This design comes from an exercise in tuning for small area, a short achievable clock period and few clock cycles per item on the open sky130 flow, not from production work. At most, simulation tests tie the RTL to the original design; equivalence was not proved. No activity file was given, so power comes from the tool's default toggle rates.

// region_average_color_core
module region_average_color_core (
	input  logic       clk,
	input  logic       arst_n,
	input  logic       cfg_wr_en,
	input  logic [1:0] cfg_index,
	input  logic [11:0] cfg_data,
	input  logic        pixel_valid,
	output logic        pixel_ready,
	input  logic [10:0] pixel_x,
	input  logic [10:0] pixel_y,
	input  logic [7:0]  pixel_blue,
	input  logic [7:0]  pixel_green,
	input  logic [7:0]  pixel_red,
	input  logic        last_pixel,
	output logic        mean_valid,
	input  logic        mean_ready,
	output logic [7:0]  mean_red,
	output logic [7:0]  mean_green,
	output logic [7:0]  mean_blue,
	output logic [22:0] inside_count,
	output logic        region_empty
);
Size in the first run: ~1300 cells after synthesis, ~200 flip-flops, ~12000 um^2 of cells after synthesis.
==> flow/config.mk <==
export PLATFORM = sky130hd
export DESIGN_NAME = region_average_color_core
export DESIGN_NICKNAME = region_average_color_core
export VERILOG_FILES = /design/flow/design.v
export SDC_FILE = /design/flow/constraint.sdc
export NUM_CORES = 4
export LEC_CHECK = 0
export CAP_MARGIN = 20
export CORE_MARGIN = 2
export CORE_UTILIZATION = 40
export SETUP_SLACK_MARGIN = 3.6
export SLEW_MARGIN = 20
==> flow/constraint.sdc <==
create_clock -name core_clock -period 6.0 [get_ports {clk}]
set_input_delay 1.2000 -clock core_clock [delete_from_list [all_inputs] [get_ports {clk}]]
set_output_delay 1.2000 -clock core_clock [all_outputs]
set_load 0.01 [all_outputs]
standard.sh (not shown) runs the stock make flow with config.mk's settings and CLKGATE_MAP_FILE= SYNTH_SCRIPT=/design/flow/synth_recipe.tcl, a recipe that flattens the netlist after the stock synthesis.
==> flow/flow/run.sh <==
#!/bin/bash
# The standard layout (standard.sh, ORFS from synthesis to finish) with one
# change: the buffer placed on each input and output port is the plain
# sky130_fd_sc_hd__buf_1 instead of the delay cell buffer_ports picks by
# default. make's full output goes to standard.log; ORFS's per-step logs stay
# under orfs/logs/.
set -uo pipefail
export BUFFER_PORTS_ARGS="-buffer_cell sky130_fd_sc_hd__buf_1"
bash standard.sh > standard.log 2>&1
Testbench counts at the start, summed over its fixed seeds: cycles 226,313, pixels 216,409.
Next try:
--- a/flow/config.mk
+++ b/flow/config.mk
@@ -9,4 +9,4 @@
 export CORE_MARGIN = 2
 export CORE_UTILIZATION = 40
-export SETUP_SLACK_MARGIN = 3.6
+export SETUP_SLACK_MARGIN = 3.3
 export SLEW_MARGIN = 20
The new run ran to the end with no violations.
Hold slack improved by 4.7 ps.
Power came out lower by 9.1%.
Via count drops by 1.2%.
Utilization is lower by 2.2 points.
Routed wire length fell by 4.8%.
Final cell count drops by 1.7%.
Flip-flop and latch count does not change.
Register-to-register slack gets worse by 60 ps.
Final area went down by 4.6%.
Global-route usage falls by 0.65 points.
Die area stays the same.
Next try:
==> flow/run.sh (new file) <==
#!/bin/bash
# synth_recipe.tcl (not shown) runs the flow's synth.tcl, then flattens the netlist and writes it again
# the make line also repeats each setting of config.mk as NAME=value (left out here)
make -C /OpenROAD-flow-scripts/flow DESIGN_CONFIG=/design/flow/config.mk WORK_HOME=/design/flow/orfs CLKGATE_MAP_FILE= SYNTH_SCRIPT=/design/flow/synth_recipe.tcl finish
--- a/flow/config.mk
+++ b/flow/config.mk
@@ -9,4 +9,4 @@
 export CORE_MARGIN = 2
 export CORE_UTILIZATION = 40
-export SETUP_SLACK_MARGIN = 3.3
+export SETUP_SLACK_MARGIN = 3.6
 export SLEW_MARGIN = 20
removed: flow/flow/run.sh
removed: flow/standard.sh
Result: The changed run completed with no timing, DRC or antenna violations; synthesized cell count does not change; maximum frequency rose by 4.3%; synthesized area is unchanged.
Next try:
--- a/flow/config.mk
+++ b/flow/config.mk
@@ -9,4 +9,4 @@
 export CORE_MARGIN = 2
 export CORE_UTILIZATION = 40
-export SETUP_SLACK_MARGIN = 3.6
+export SETUP_SLACK_MARGIN = 3.3
 export SLEW_MARGIN = 20
Synthesized area is unchanged.
Hold slack is about the same.
Core utilization came out lower by 1.2 points.
Fmax fell by a few percent.
Final cell count fell slightly.
Clock skew barely changes.
Critical path depth is lower by 7.
Die area does not change.
Sequential power barely changes.

* * *

## run D
region_average_color_core, a different RTL version from the one above (not shown whole).
Size: about 230 flip-flops.
export LEC_CHECK = 0
export CAP_MARGIN = 20
export CORE_MARGIN = 2
export CORE_UTILIZATION = 40
export CTS_CLUSTER_DIAMETER = 80
export CTS_CLUSTER_SIZE = 20
export SETUP_SLACK_MARGIN = 3.3
export SLEW_MARGIN = 20
create_clock -name core_clock -period 6.0 [get_ports {clk}]
==> flow/flow/run.sh <==
#!/bin/bash
# The standard layout (standard.sh, ORFS from synthesis to finish) with one
# change: the buffer placed on each input and output port is the plain
# sky130_fd_sc_hd__buf_1 instead of the delay cell buffer_ports picks by
# default. make's full output goes to standard.log; ORFS's per-step logs stay
# under orfs/logs/.
set -uo pipefail
export BUFFER_PORTS_ARGS="-buffer_cell sky130_fd_sc_hd__buf_1"
bash standard.sh > standard.log 2>&1
Looking at the reports, run D completed the entire flow and the layout it produced met the timing, DRC and antenna checks.
Testbench counts of run D, summed over its fixed seeds: cycles 226,409, pixels 216,409.
Relative to run D, the following input files were edited for run A:
# run D
export LEC_CHECK = 0
export CAP_MARGIN = 20
export CORE_MARGIN = 2
export CORE_UTILIZATION = 40
export CTS_CLUSTER_DIAMETER = 80
export CTS_CLUSTER_SIZE = 20
export SETUP_SLACK_MARGIN = 3.3
export SLEW_MARGIN = 20
create_clock -name core_clock -period 6.0 [get_ports {clk}]
# run A
export LEC_CHECK = 0
export CAP_MARGIN = 20
export CORE_MARGIN = 2
export CORE_UTILIZATION = 40
export CTS_CLUSTER_DIAMETER = 80
export CTS_CLUSTER_SIZE = 20
export SETUP_SLACK_MARGIN = 3.5
export SLEW_MARGIN = 20
create_clock -name core_clock -period 6.0 [get_ports {clk}]
### Flow results
Looking only at final cell count without fillers, and setting everything else aside, the lower value of run A and run D goes to run D.
Comparing run D with run A, the die area came out essentially unchanged.
On utilization, the lower figure sits with run D, not run A.
In run A, final clock period utilization by the worst path is higher than in run D.
Run A vs run D — combinational cell power climbed by a little under 10%
For run D, the leading power group was registers, unlike run A, where it was combinational logic.
Diff run D -> run A | ratio of cells with drive above 1 in the final layout | increase of 4.2 points
Number of nets in the layout ends up higher on run A.

* * *

Another version of the RTL of region_average_color_core (not shown whole).
Size: about 1800 cells after synthesis, roughly 220 flip-flops, ~120 I/O pins.
clock: 6.0 ns
lec_check: 0
cap_margin: 20
core_margin: 2
core_utilization: 40
setup_slack_margin: 3.5
slew_margin: 20
run.sh (not shown) runs the stock make flow with config.mk's settings and CLKGATE_MAP_FILE= SYNTH_SCRIPT=/design/flow/synth_recipe.tcl, a recipe that flattens the netlist after the stock synthesis.
Stock flow here: none of the scripts above is used.
Rerun with:
- SETUP_SLACK_MARGIN: 3.5 -> unset
Core utilization falls by 9.8 points.
Critical path depth came out lower by 1.
Power goes down by about 20%.
Synthesized area is unchanged.
Rerun with:
- SETUP_SLACK_MARGIN: unset -> 4.0
After rerunning: Synthesized area does not change. Global-route usage climbs by 3.0 points. Wire length climbs by 20%. Setup slack improves by 1200 ps. Clock power climbs by about 9%.
Rerun with:
- SETUP_SLACK_MARGIN: 4.0 -> 3.0
Result: Cell count decreases by 6.8%; cell area decreases by 15%; synthesized cell count stays the same; synthesized area stays the same; wire length decreases by 11%; total power decreases by 11%; maximum frequency decreases by 1.8%; clock power increases by about 6%.
Function was not checked in any run of this note: the RTL went through the layout flow alone.

* * *

## north
Another version of the RTL of region_average_color_core (not shown whole).
Size: ~1400 cells after synthesis, ~120 I/O pins.
Settings: LEC_CHECK=0, CAP_MARGIN=20, CORE_MARGIN=2, CORE_UTILIZATION=40, SETUP_SLACK_MARGIN=3.0, SLEW_MARGIN=20; clock period 6.0 ns.
## Diff of input files: south against north
==> flow/flow/run.sh (new file) <==
#!/bin/bash
# The standard layout (standard.sh, ORFS from synthesis to finish) with one
# change: the buffer placed on each input and output port is the plain
# sky130_fd_sc_hd__buf_1 instead of the delay cell buffer_ports picks by
# default. make's full output goes to standard.log; ORFS's per-step logs stay
# under orfs/logs/.
set -uo pipefail
export BUFFER_PORTS_ARGS="-buffer_cell sky130_fd_sc_hd__buf_1"
bash standard.sh > standard.log 2>&1
==> flow/standard.sh (new file) <==
#!/bin/bash
# synth_recipe.tcl (not shown) runs the flow's synth.tcl, then flattens the netlist and writes it again
# the make line also repeats each setting of config.mk as NAME=value (left out here)
make -C /OpenROAD-flow-scripts/flow DESIGN_CONFIG=/design/flow/config.mk WORK_HOME=/design/flow/orfs CLKGATE_MAP_FILE= SYNTH_SCRIPT=/design/flow/synth_recipe.tcl "${@:-finish}"
removed: flow/run.sh
### Flow results
Fraction of area in registers (lower): north. Sort north and south by met1 layer usage reported by global route, ascending, and south comes first. south ends up with a sum of net half-perimeters after detailed placement that is about 1.2% lower than in north.
Edits applied to the flow inputs when going from south to east:
==> flow/run.sh (new file) <==
#!/bin/bash
# synth_recipe.tcl (not shown) runs the flow's synth.tcl, then flattens the netlist and writes it again
# the make line also repeats each setting of config.mk as NAME=value (left out here)
make -C /OpenROAD-flow-scripts/flow DESIGN_CONFIG=/design/flow/config.mk WORK_HOME=/design/flow/orfs CLKGATE_MAP_FILE= SYNTH_SCRIPT=/design/flow/synth_recipe.tcl finish
diff --git a/flow/config.mk b/flow/config.mk
--- a/flow/config.mk
+++ b/flow/config.mk
@@ -10,3 +10,3 @@
 export CORE_UTILIZATION = 40
-export SETUP_SLACK_MARGIN = 3.0
+export SETUP_SLACK_MARGIN = 3.3
 export SLEW_MARGIN = 20
removed: flow/flow/run.sh
removed: flow/standard.sh
Results
Between south and east, combinational cell power increased.
east: no failed stages, no open violations at the end
Post-route cell area came out higher on east than on south.
NOTE routed length on met3 south->east decreased by a few percent
Looking at worst hold slack, east sits 10 ps lower than south does.
Relative to south, final cell count without fillers has gone up in east.
No run of this note included a check of the RTL's function; only the layout flow was run.

* * *

== lane 1 ==
Another version of the RTL of region_average_color_core (not shown whole).
Size: about 1700 cells after synthesis, roughly 15000 um2 of cells after synthesis.
==> flow/design.v (excerpt) <==
module region_average_color_core (
	input  logic       clk,
	input  logic       arst_n,
	input  logic       cfg_wr_en,
	input  logic [1:0] cfg_index,
	input  logic [11:0] cfg_data,
	input  logic        pixel_valid,
	output logic        pixel_ready,
	input  logic [10:0] pixel_x,
	input  logic [10:0] pixel_y,
	input  logic [7:0]  pixel_blue,
	input  logic [7:0]  pixel_green,
	input  logic [7:0]  pixel_red,
	input  logic        last_pixel,
	output logic        mean_valid,
	input  logic        mean_ready,
	output logic [7:0]  mean_red,
	output logic [7:0]  mean_green,
	output logic [7:0]  mean_blue,
	output logic [22:0] inside_count,
	output logic        region_empty
);
clock: 6.0 ns
lec_check: 0
cap_margin: 20
core_margin: 2
core_utilization: 60
cts_buf_list: sky130_fd_sc_hd__clkbuf_4 sky130_fd_sc_hd__clkbuf_8
setup_slack_margin: 3.0
slew_margin: 20
Stock flow here: none of the scripts above is used.
Setup changes, lane 1 to lane 2
Settings: CTS_BUF_LIST removed (was sky130_fd_sc_hd__clkbuf_4 sky130_fd_sc_hd__clkbuf_8); CORE_UTILIZATION changed from 60 to 40.
### Flow results
The core area in lane 2 is 1.5 times that in lane 1.
Lane 1 -> lane 2: area of combinational cells with multiple inputs flat
Lane 2 does worse than lane 1 on routed wire length.
Relative to lane 1, share of cells above drive strength 1 decreased by 1.1 points in lane 2.
Taking lane 1 as the reference, in lane 2 routed length per instance down 4.0%, core utilization down 23 points, final period demand of the worst path down 26 ps, total chip power up about 1.5%.
Internal power summed over all cells deteriorates in lane 2 relative to lane 1.
Of the two values seen for startpoint-to-endpoint class of the critical path, input pin to flop was produced by lane 1 and flop to output pin by lane 2.
Final cell area: lane 2 above lane 1
### lane 2 -> lane 3
Settings: CTS_BUF_LIST newly set to sky130_fd_sc_hd__clkbuf_4 sky130_fd_sc_hd__clkbuf_8.
### Flow results
Every run in the comparison, lane 2 and lane 3, completed the flow with a clean layout.
Maximum net fanout on the critical path: lane 3 higher than lane 2
On critical path depth: lane 3 sits above lane 2.
Diff lane 2 and lane 3: number of design-rule violations left by the first detailed-router iteration higher in lane 3
Of lane 3 and lane 2, it is lane 3 that has the lower per-cell routed wire length.
Re number of enable-type register cells in the synthesized netlist: no difference whatsoever between lane 2 and lane 3.
Via count deteriorates in lane 3 relative to lane 2.
Lane 3 ended up with u_r.acc_q[0]$_SDFFE_PP0P_ as its timing endpoint of the critical path; lane 2 ended up with inside_count[8].
> inputs changed (lane 3 -> lane 4)
Settings: CTS_BUF_LIST removed (was sky130_fd_sc_hd__clkbuf_4 sky130_fd_sc_hd__clkbuf_8); SETUP_SLACK_MARGIN changed from 3.0 to 3.5.
Notes after the runs:
- Final instance area (lower): lane 3
- Against lane 3, lane 4 comes in 1 higher on initial antenna violation count.
- Multi-input combinational cell count delta (lane 4 -> lane 3): insignificant
- Between lane 4 and lane 3, the minimum setup slack after placement figures differ only marginally.
- Lane 4 against lane 3; average routed wire per standard cell is up by a little under 10%.
Function was not checked in any run of this note: the RTL went through the layout flow alone.

what the ideal ports hide:
The flow's constraints put no driver on any port. The routed layouts listed below were extracted and timed again, unchanged, in two steps. Step 1 assumes that a clkbuf_16 drives the clock port and a buf_2 every other input. Step 2 also shifts input and output timing later by t, the mid clock arrival at the registers, as if the neighbouring blocks saw the same clock. Slacks: ideal ports / drivers / drivers and shift; pairs: ideal ports / drivers.
run | t (ns) | setup WS [ns] | worst setup path after step 2
the first run of note 1 | 0.570 | 3.400 / 3.400 / 2.853 | input to register
the second run of note 1 | 0.560 | 3.301 / 3.307 / 2.747 | input to register
the third run of note 1 | 0.569 | 3.412 / 3.431 / 2.862 | input to register
the fourth run of note 1 | 0.571 | 3.333 / 3.281 / 2.818 | input to register
run D | 0.536 | 3.374 / 3.374 / 3.035 | input to register
run A | 0.535 | 3.247 / 3.247 / 3.081 | input to register
the first run of note 3 | 0.615 | 2.966 / 2.966 / 2.949 | input to register
the second run of note 3 | 0.585 | 1.846 / 1.846 / 1.846 | register to register
the third run of note 3 | 0.622 | 3.026 / 3.026 / 3.026 | register to register
the fourth run of note 3 | 0.609 | 2.973 / 2.973 / 2.632 | input to register
north | 0.578 | 3.066 / 3.075 / 2.513 | input to register
south | 0.569 | 3.165 / 3.165 / 2.896 | input to register
east | 0.579 | 3.328 / 3.277 / 2.821 | input to register
lane 1 | 0.577 | 3.013 / 3.022 / 2.461 | input to register
lane 2 | 0.607 | 3.040 / 2.989 / 2.765 | input to register
lane 3 | 0.615 | 3.077 / 3.033 / 2.751 | input to register
lane 4 | 0.593 | 3.281 / 3.281 / 3.013 | input to register
After both steps every run listed still meets setup and hold. The setup slack of the second run of note 1, which loses most, moves by +0.006 ns with the drivers and by -0.554 ns with both steps.
